This is an optimization exercise on Yosys and OpenROAD, whose aim is a short achievable clock period and few clock cycles, not a production implementation.
Only simulation tests tie the RTL to the original design; equivalence was not proved.
No activity file was given, so power comes from the tool's default toggle rates.

==> flow/design.v, too long to show whole: its modules and the start of the top module <==
// module addLing: 35 lines
// module multiplier: 3514 lines
// module coreTop: 348 lines
module coreTop (
  input  logic        clk,
  input  logic        rst,
  input  logic [31:0] instData,
  output logic [31:0] instAddr,
  output logic        aluWriteValid,
  output logic [4:0]  aluWriteIdx,
  output logic [31:0] aluWriteData,
  output logic        multWriteValid,
  output logic [4:0]  multWriteIdx,
  output logic [31:0] multWriteData
);
  // ...
==> flow/run.sh <==
#!/bin/bash
# synth_recipe.tcl (not shown) runs the flow's synth.tcl, then flattens the netlist and writes it again
# the make line also repeats each setting of config.mk as NAME=value (left out here)
make -C /OpenROAD-flow-scripts/flow DESIGN_CONFIG=/design/flow/config.mk WORK_HOME=/design/flow/orfs CLKGATE_MAP_FILE= SYNTH_SCRIPT=/design/flow/synth_recipe.tcl finish
==> flow/config.mk <==
export PLATFORM = sky130hd
export DESIGN_NAME = coreTop
export DESIGN_NICKNAME = coreTop
export VERILOG_FILES = /design/flow/design.v
export SDC_FILE = /design/flow/constraint.sdc
export NUM_CORES = 4
export LEC_CHECK = 0
export ABC_CLOCK_PERIOD_IN_PS = 2500
export CAP_MARGIN = 20
export CORE_MARGIN = 2
export CORE_UTILIZATION = 40
export SETUP_SLACK_MARGIN = 5
export SLEW_MARGIN = 20
==> flow/constraint.sdc <==
create_clock -name core_clock -period 8.0 [get_ports {clk}]
set_input_delay 1.6000 -clock core_clock [delete_from_list [all_inputs] [get_ports {clk}]]
set_output_delay 1.6000 -clock core_clock [all_outputs]
set_load 0.01 [all_outputs]
==> impl_metrics.csv, run 1 <==
group,metric,value,unit
status,status,"aborted with a tool error",
synth,synth_nets,11800,
synth,synthArstFlopShare,0,%
synth,synth_top_area_share,32.6,%
synth,ys_seq_elements,2196,
synth,synthTopCellsByArea,"edfxtp_1 33%, dfxtp_1 12%, mux4_2 11%, mux2_2 8.8%, fa_1 8.0%",
clock_network,ctsRootBufferMaster,"clkbuf_16",
synth,synth_compound_area_share,6.47,%
clock_network,cts-buffers-inserted,245,
grt,grt_max_degree,80,
status,stop_stage,"5_1_grt",
clock_network,holdBufCountCts,0,
clock_network,cts_buffer_depth,4,
synth,synth_most_common_cell,"edfxtp_1",
synth,synth_top_cells_by_count,"1,435 x edfxtp_1, 1,032 x mux2_2, 995 x inv_1, 761 x dfxtp_1",
synth,synthXorXnorAreaFrac,4.45,%
placed_design,dp_hpwl,371000,um
clock_network,cts_setup_buffers,790,
clock_network,clkSinkCount,2196,
placed_design,placed_area,140000,um2
placed_design,pre_cts_slack,1980,ps
synth,yosys.area.top_type,"edfxtp_1",
floorplan,rows,211,
synth,synth-edff-count,1435,
synth,yosysUniqueCellTypes,98,
synth,synth_cells,10800,
floorplan,ios,142,
status,stop_error,"[ERROR RSZ-0074] Failed to build tree from global routes for pin '_17356_/COUT' and net '_03092_' at grid (120750, 79350): found route to 3 pins, expected 4",
floorplan,start_util,40.1,%
synth,synth_top_family_by_area,"multiplexers",
clock_network,cts_max_level,4,
synth,synth_area,132000,um2
Testbench counts, summed over its fixed seeds: cycles 15,185.
==> inputs of run 2 (changes only) <==
--- a/flow/config.mk
+++ b/flow/config.mk
@@ -10,3 +10,3 @@
 export CORE_MARGIN = 2
-export CORE_UTILIZATION = 40
+export CORE_UTILIZATION = 55
 export SETUP_SLACK_MARGIN = 5
==> run 2 against run 1 <==
  * The run now finishes clean
  * Synthesized area unchanged
  * Synthesized cell count unchanged
==> impl_metrics.csv, run 2 <==
group,metric,value,unit
clock_network,cts_max_level,4,
synth,synth_top_area_share,32.6,%
setup_path,cp_max_fo,18,
route,via_count,112000,
power_and_ir_drop,power_density,305,nW/um2
synth,yosysUniqueCellTypes,98,
floorplan,start_util,55.4,%
grt,grt_max_degree,140,
timing,rsz0062_at_grt,"yes",
setup_path,critPathRequiredTime,8860,ps
setup_path,path_cells,"buf_6, a222oi_1, buf_4, xor2_4, fa_1, xnor2_1, nor4_1, nand4_1, nor4_2, a22oi_2, a41o_4, or2_4, o211a_1, or4_1, a21oi_1",
cells_and_area,largest_reg_flops,1024,
clock_network,cts_buffer_depth,3,
power_and_ir_drop,p_total,53.1,mW
floorplan,die_y,494,um
cells_and_area,fin_nets,13100,
power_and_ir_drop,p_leak,68.0,nW
placed_design,pre_cts_slack,2120,ps
timing,worst_pin_slew,1320,ps
grt,grt.total_usage,52.5,%
synth,synth_most_common_cell,"edfxtp_1",
route,wire_per_inst,42.6,um
synth,synth_area,132000,um2
synth,synth_top_cells_by_count,"1,435 x edfxtp_1, 1,032 x mux2_2, 995 x inv_1, 761 x dfxtp_1",
route,dr.pass1.iters,15,
cells_and_area,final_common_cell,"edfxtp_1",
synth,ys_seq_elements,2196,
setup_path,cp_slowest_cell,"a222oi_1",
clock_network,clk_latency,970,ps
clock_network,path_clk_slew,60,ps
timing,period_needed,4840,ps
status,status,"timing/DRC/antenna clean",
cells_and_area,fillers,15600,
timing,fmax,0.207,GHz
route,wl,662000,um
placed_design,dp_hpwl,360000,um
route,drc_errors,0,
timing,skew,62.1,ps
route,viasPerCell,7.21,
synth,synthArstFlopShare,0,%
min_path,min_from,"mult_i.r0_pp64$_DFF_P_",
clock_network,clkSinkCount,2196,
floorplan,core_area,238000,um2
power_and_ir_drop,peakVddDrop,0.506,mV
clock_network,cts-buffers-inserted,237,
run,drv_cap,0,
synth,yosys_warnings,5,
floorplan,rows,179,
timing,setup_viol,0,
grt,grt_overflow,0,
synth,synth-edff-count,1435,
synth,synth_ff_type,"edfxtp_1",
setup_path,slowest_delay,530,ps
timing,worst_slack,3160,ps
placed_design,gp_congestion,1.06,
synth,syn_avg_cell_area,12.2,um2
min_path,hold_path_class,"register to register",
route,drtIter0Drc,20400,
grt,grt_pass1_wl,873000,um
timing,hold_viol_final,0,
synth,seq_area_frac_synth,44.1,%
setup_path,cpLargestDelayFamily,"simple AND/OR/NAND/NOR gates",
setup_path,worstSetupStartpoint,"selM1$_DFF_P_",
cells_and_area,regMostFlops,"regs",
timing,finalCritPeriodShare,60.5,%
placed_design,numPortBuffers,141,
cells_and_area,drive_gt1_share,42.0,%
floorplan,die_w,494,um
cells_and_area,area_growth,31.7,%
route,drtAntennaViolNets,0,
floorplan,dieArea,244000,um2
timing,setup_tns,0,ps
cells_and_area,multi_input_comb_area,73700,um2
synth,yosys.area.top_type,"edfxtp_1",
setup_path,path_class,"register to register",
floorplan,ios,142,
setup_path,r2r_start,"selM1$_DFF_P_",
cells_and_area,reg.largest.list,"regs: 1024 flops, btbTgt: 128 flops, btbPc: 120 flops",
synth,synth_cells,10800,
setup_path,start_kind,"register",
timing,slew_headroom,12.2,%
clock_network,ctsRootBufferMaster,"clkbuf_16",
timing,final_max_slew_viol_count,0,
grt,antenna_found_initial,56,
cells_and_area,seqCellArea,58700,um2
synth,synth_nets,11800,
synth,synthTopCellsByArea,"edfxtp_1 33%, dfxtp_1 12%, mux4_2 11%, mux2_2 8.8%, fa_1 8.0%",
setup_path,cp-end-kind,"register",
clock_network,tritoncts,"built",
setup_path,worst-path-buf-inv,2,
grt,grt_pass1_vias,106000,
setup_path,crit_arrival,5700,ps
cells_and_area,final_cell_mix,"1,435 x edfxtp_1, 1,027 x mux2_2, 900 x buf_4, 897 x inv_1, 664 x mux4_2",
-- run 2: cells by family after synthesis --
logic type,share of synthesized area [%]
DFF,44.1
and+or+nand+nor,6.59
buffers and inverters,5.47
muxes,20.9
AOI/OAI and AO/OA,6.47
adders and majority gates,12.0
xor gates and xnor gates,4.45
-- run 2: routing by layer --
layer,vias up,wire length [um],track usage [%]
li1,41400,-,-
met1,55500,215000,64.2
met2,11400,261000,70.1
met3,3523,112000,24.1
met4,46,72700,43.8
met5,-,1050,2.39
-- run 2: cell type report --
type	count	area share [%]
diodes	53	0.0762
clock buffers	324	3.79
clock inverters	120	0.727
inverters	1002	2.30
multi-input cells	6739	42.4
flip-flops and latches	2196	33.8
well taps	3167	2.28
repair buffers	1913	14.7
repair inverters	5	0.0360
-- run 2: timing repair --
item | 4_1_cts | 5_1_grt
gates resized for setup | 2526 | 770
hold buffers | 0 | 0
buffers inserted | 886 | 284
pin swaps | 354 | 370
setup endpoints to repair | 2981 | 1639
gates cloned | 193 | 30
-- run 2: per-stage QoR --
| stage | cells | utilization, % | area, um2 | hold WS [ps] |
|---|---|---|---|---|
| 3_3_place_gp | 13600 | 58.1 | 138000 | 317 |
| 3_5_place_dp | 13600 | 58.1 | 139000 | 314 |
| 5_1_grt | 15500 | 73.0 | 174000 | 339 |
| 2_1_floorplan | 10800 | - | 134000 | 310 |
| 4_1_cts | 15200 | 70.3 | 168000 | 333 |
| 6_report | 15500 | 73.0 | 174000 | 329 |
-- run 2: power by group --
group | total (mW) | leakage [nW] | internal, mW | switching, mW
logic | 26.3 | 44.5 | 11.7 | 14.6
clock network | 11.4 | 3.80 | 6.33 | 5.09
registers | 15.4 | 19.7 | 14.3 | 1.14
total | 53.1 | 68.0 | 32.3 | 20.8
-- run 2: final timing paths --
path	end	slack [ps]	cells after the start
min	mult_i.r1_r0_pp64$_DFF_P_	330	0
max	pc[10]$_SDFFE_PP0P_	3160	15
max reg2reg	pc[10]$_SDFFE_PP0P_	3160	15
min reg2reg	mult_i.r1_r0_pp64$_DFF_P_	330	0

[re-timing with driven ports]
The results above use ideal ports. As a check the final layout listed here was re-extracted and re-timed, cells and wires unchanged. Step 1 sets driving cells, clkbuf_16 on the clock port and buf_2 on the other inputs (assumed; they add their load-dependent delay and slew). Step 2 adds t to the input delays and takes it off the output delays; t is the mean of the earliest and latest rising clock arrival at the registers after step 1. Input paths then give back, and output paths get back, about the clock's delay inside the block. Three values: ideal ports, drivers, drivers and shift; two values: the first two.
run: run 2
shift t [ns]: 1.038
setup WS [ns]: 3.158 / 3.158 / 3.158
worst register clock-pin slew, ns: 0.07 / 0.07
After both steps setup and hold are still met in run 2. For run 2, drivers alone change the setup slack by 0.000 ns; drivers and shift together by 0.000 ns.
